This design comes from an exercise in tuning for small area, a short achievable clock period and few clock cycles on the open sky130 flow, not from production work.
The RTL was checked by simulation tests, not by an equivalence proof against the original design.

==> job 1547 <==
// sixteen_lane_string_hash
module sixteen_lane_string_hash (
  input  wire logic                         clk,
  input  wire logic                         rst,
  input  wire logic                         s_tvalid,
  output      logic                         s_tready,
  input  wire logic [slsh_pkg::S_DATA_W-1:0] s_tdata,    
  input  wire logic                         s_tuser,    
  input  wire logic                         s_tlast,    
  output      logic                         m_tvalid,
  input  wire logic                         m_tready,
  output      logic [slsh_pkg::M_DATA_W-1:0] m_tdata,    
  output      logic                         m_tlast     
);
export LEC_CHECK = 0
export ABC_AREA = 1
export CAP_MARGIN = 20
export CORE_MARGIN = 2
export CORE_UTILIZATION = 40
export SLEW_MARGIN = 20
create_clock -name core_clock -period 17.0 [get_ports {clk}]
standard.sh (not shown) runs the stock make flow with config.mk's settings and CLKGATE_MAP_FILE= SYNTH_SCRIPT=/design/flow/synth_recipe.tcl, a recipe that flattens the netlist after the stock synthesis.
==> flow/flow/run.sh <==
#!/bin/bash
# Standard layout with two changes:
#  - between synthesis and floorplan, flow/polarity.py pushes inverters through
#    full-adder cells (a full adder is self-dual), removing most of the inverters
#    synthesis leaves between the adders of the carry-save trees; registers are
#    not touched;
#  - timing repair aims for the setup margin in flow/margin (ns) instead of the
#    default, so that the achieved period is pushed below the clock period.
# The constraints (constraint.sdc) are the standard flow's, unchanged.
set -euo pipefail
work=$(pwd)
res=$work/orfs/results/${FLOW_PLATFORM:-sky130hd}/sixteen_lane_string_hash/base
margin=$(cat flow/margin 2>/dev/null || echo 0)
bash standard.sh synth > "$work/synth.log" 2>&1
cp "$res/1_2_yosys.v" "$work/1_2_yosys.orig.v"
python3 flow/polarity.py "$work/1_2_yosys.orig.v" "$res/1_2_yosys.v" > "$work/polarity.log" 2>&1
bash standard.sh "SETUP_SLACK_MARGIN=$margin" finish > "$work/layout.log" 2>&1
test -f out/final.def
==> flow/flow/margin <==
12.5
Other scripts of this flow, unchanged in this note and not shown: flow/flow/polarity.py
==> job 2743 (differences from job 1547) <==
--- a/flow/design.v
+++ b/flow/design.v
@@ -128,25 +128,24 @@
   logic [W-1:0]        a_w, b_w;
   slsh_pkg::lane_idx_t a_i, b_i;
   logic                push, pop;
   logic [W-1:0]        o_w;
   logic [W-1:0]        a_nw;    
   logic [W-1:0]        a_hl;
   slsh_pkg::hex_text_t hex;    
   logic [W/4-1:0]      a_ge;    
-  logic [W/4-1:0]      a_lt;    
   logic                a_last;
   slsh_pkg::lane_idx_t o_i;
   assign r_code   = slsh_pkg::code_of(r_byte);
   assign s_tready = !k_v;
   assign in_fire  = s_tvalid && !k_v;
   assign go       = !b_v;
   assign space_ok = !(|sl_last[L-2:0]);
-  assign take     = go && r_v && !(sl_last[0] && r_user) && (!r_last || space_ok);
+  assign take     = go && r_v && !sl_last[0] && (!r_last || space_ok);
   always_ff @(posedge clk) begin
     rst_q <= rst;
   end
   always_ff @(posedge clk) begin
     if (rst) begin
       r_v <= 1'b0;
       k_v <= 1'b0;
     end else begin
@@ -14232,28 +14231,27 @@
   assign a_nw = b_v ? b_w : o_w;
   always_ff @(posedge clk) begin
     if (pop || !a_v) begin
       a_w    <= a_nw;
       a_i    <= b_v ? b_i : o_i;
       a_last <= b_v ? (b_i == slsh_pkg::lane_idx_t'(L - 1)) : (o_i == slsh_pkg::lane_idx_t'(L - 1));
       for (int n = 0; n < W / 4; n++) begin
         a_ge[n]        <= (a_nw[4*n +: 4] >= 4'd10);
-        a_lt[n]        <= (a_nw[4*n +: 4] < 4'd10);
         a_hl[4*n +: 4] <= (a_nw[4*n +: 4] >= 4'd10) ? a_nw[4*n +: 4] - 4'd9 : a_nw[4*n +: 4];
       end
     end
     if (push && a_v && !pop) begin
       b_w <= o_w;
       b_i <= o_i;
     end
   end
   always_comb begin
     hex = '0;
     for (int n = 0; n < W / 4; n++) begin
-      hex[8*n +: 8] = {1'b0, a_ge[n], a_lt[n], a_lt[n], a_hl[4*n +: 4]};
+      hex[8*n +: 8] = {1'b0, a_ge[n], !a_ge[n], !a_ge[n], a_hl[4*n +: 4]};
     end
   end
   assign m_tvalid = a_v;
   assign m_tlast  = a_last;
   assign m_tdata  = {{(slsh_pkg::M_DATA_W-slsh_pkg::M_FIELDS_W){1'b0}}, hex, a_w, a_i};
 endmodule
 `default_nettype wire
==> flow/flow/margin (replaced) <==
12
ABC_AREA = not set   (was 1)
ABC_CLOCK_PERIOD_IN_PS = 8000   (was not set)
==> job 9440 (differences from job 1547) <==
--- a/flow/design.v
+++ b/flow/design.v
@@ -128,25 +128,24 @@
   logic [W-1:0]        a_w, b_w;
   slsh_pkg::lane_idx_t a_i, b_i;
   logic                push, pop;
   logic [W-1:0]        o_w;
   logic [W-1:0]        a_nw;    
   logic [W-1:0]        a_hl;
   slsh_pkg::hex_text_t hex;    
   logic [W/4-1:0]      a_ge;    
-  logic [W/4-1:0]      a_lt;    
   logic                a_last;
   slsh_pkg::lane_idx_t o_i;
   assign r_code   = slsh_pkg::code_of(r_byte);
   assign s_tready = !k_v;
   assign in_fire  = s_tvalid && !k_v;
   assign go       = !b_v;
   assign space_ok = !(|sl_last[L-2:0]);
-  assign take     = go && r_v && !(sl_last[0] && r_user) && (!r_last || space_ok);
+  assign take     = go && r_v && !sl_last[0] && (!r_last || space_ok);
   always_ff @(posedge clk) begin
     rst_q <= rst;
   end
   always_ff @(posedge clk) begin
     if (rst) begin
       r_v <= 1'b0;
       k_v <= 1'b0;
     end else begin
@@ -14232,28 +14231,27 @@
   assign a_nw = b_v ? b_w : o_w;
   always_ff @(posedge clk) begin
     if (pop || !a_v) begin
       a_w    <= a_nw;
       a_i    <= b_v ? b_i : o_i;
       a_last <= b_v ? (b_i == slsh_pkg::lane_idx_t'(L - 1)) : (o_i == slsh_pkg::lane_idx_t'(L - 1));
       for (int n = 0; n < W / 4; n++) begin
         a_ge[n]        <= (a_nw[4*n +: 4] >= 4'd10);
-        a_lt[n]        <= (a_nw[4*n +: 4] < 4'd10);
         a_hl[4*n +: 4] <= (a_nw[4*n +: 4] >= 4'd10) ? a_nw[4*n +: 4] - 4'd9 : a_nw[4*n +: 4];
       end
     end
     if (push && a_v && !pop) begin
       b_w <= o_w;
       b_i <= o_i;
     end
   end
   always_comb begin
     hex = '0;
     for (int n = 0; n < W / 4; n++) begin
-      hex[8*n +: 8] = {1'b0, a_ge[n], a_lt[n], a_lt[n], a_hl[4*n +: 4]};
+      hex[8*n +: 8] = {1'b0, a_ge[n], !a_ge[n], !a_ge[n], a_hl[4*n +: 4]};
     end
   end
   assign m_tvalid = a_v;
   assign m_tlast  = a_last;
   assign m_tdata  = {{(slsh_pkg::M_DATA_W-slsh_pkg::M_FIELDS_W){1'b0}}, hex, a_w, a_i};
 endmodule
 `default_nettype wire
==> flow/flow/margin (replaced) <==
12
TNS_END_PERCENT = 5   (was not set)
==> key figures <==
Clocking
  – Setup repair bufs after CTS: 219
  – Skew-Pair Late Insertion Delay: roughly 0.79 ns

Floorplan
  – Floorplan die width: ~500 µm

Status
  – Run status: timing/DRC/antenna clean
Source of the figures above: job 1547

==> key figures <==
Clocking
  – Setup repair bufs after CTS: 2
  – Skew-Pair Late Insertion Delay: about 0.82 ns
  – Clock tree from TritonCTS: built

Setup path
  – Cell class contributing the biggest share of worst-path delay: buffers and inverters

Status
  – Run status: timing/DRC/antenna clean
Source of the figures above: job 9440

==> key figures <==
Clocking
  – Skew-Pair Late Insertion Delay: 0.79 ns
  – Setup repair bufs after CTS: ~270

Floorplan
  – Floorplan die width: ~480 µm

Setup path
  – Slowest-stage cell, CP: dfxtp_1

GRT
  – Antenna violations before repair: 24

Status
  – Run status: timing/DRC/antenna clean
Source of the figures above: job 2743

Testbench counts of job 1547, summed over its fixed seeds: cycles 20,899.
Testbench counts of job 2743, summed over its fixed seeds: cycles 20,958.
Testbench counts of job 9440, summed over its fixed seeds: cycles 20,958.

## afterwards: timing with drivers on the ports
No port has a modelled driver above. Below, the same layouts with a new extraction and two added sets of constraints.
Step 1 (the two cells are an assumption about what drives the block):
set clk [get_ports {clk}]
set_driving_cell -lib_cell sky130_fd_sc_hd__clkbuf_16 $clk
set_driving_cell -lib_cell sky130_fd_sc_hd__buf_2 [delete_from_list [all_inputs] $clk]
Step 2, shift: input delay + t, output delay - t, t = (earliest + latest rising clock arrival at the registers) / 2. This alone moves slack from input paths to output paths.
Three values: no drivers, after step 1, after step 2; two values: the first two.
| run | t (ns) | setup WS [ns] | worst setup path after step 2 | worst register clock-pin slew, ns | cell pins on the clock port's net |
|---|---|---|---|---|---|
| job 1547 | 0.865 | 11.975 / 11.884 / 11.739 | input to register | 0.07 / 0.07 | 1 |
| job 2743 | 0.851 | 11.715 / 11.715 / 11.445 | input to register | 0.07 / 0.07 | 1 |
| job 9440 | 0.878 | 11.822 / 11.726 / 11.529 | input to register | 0.07 / 0.07 | 1 |
After both steps setup and hold are still met in every run listed. The setup slack of job 9440, which loses most, moves by -0.096 ns with the drivers and by -0.293 ns with both steps.
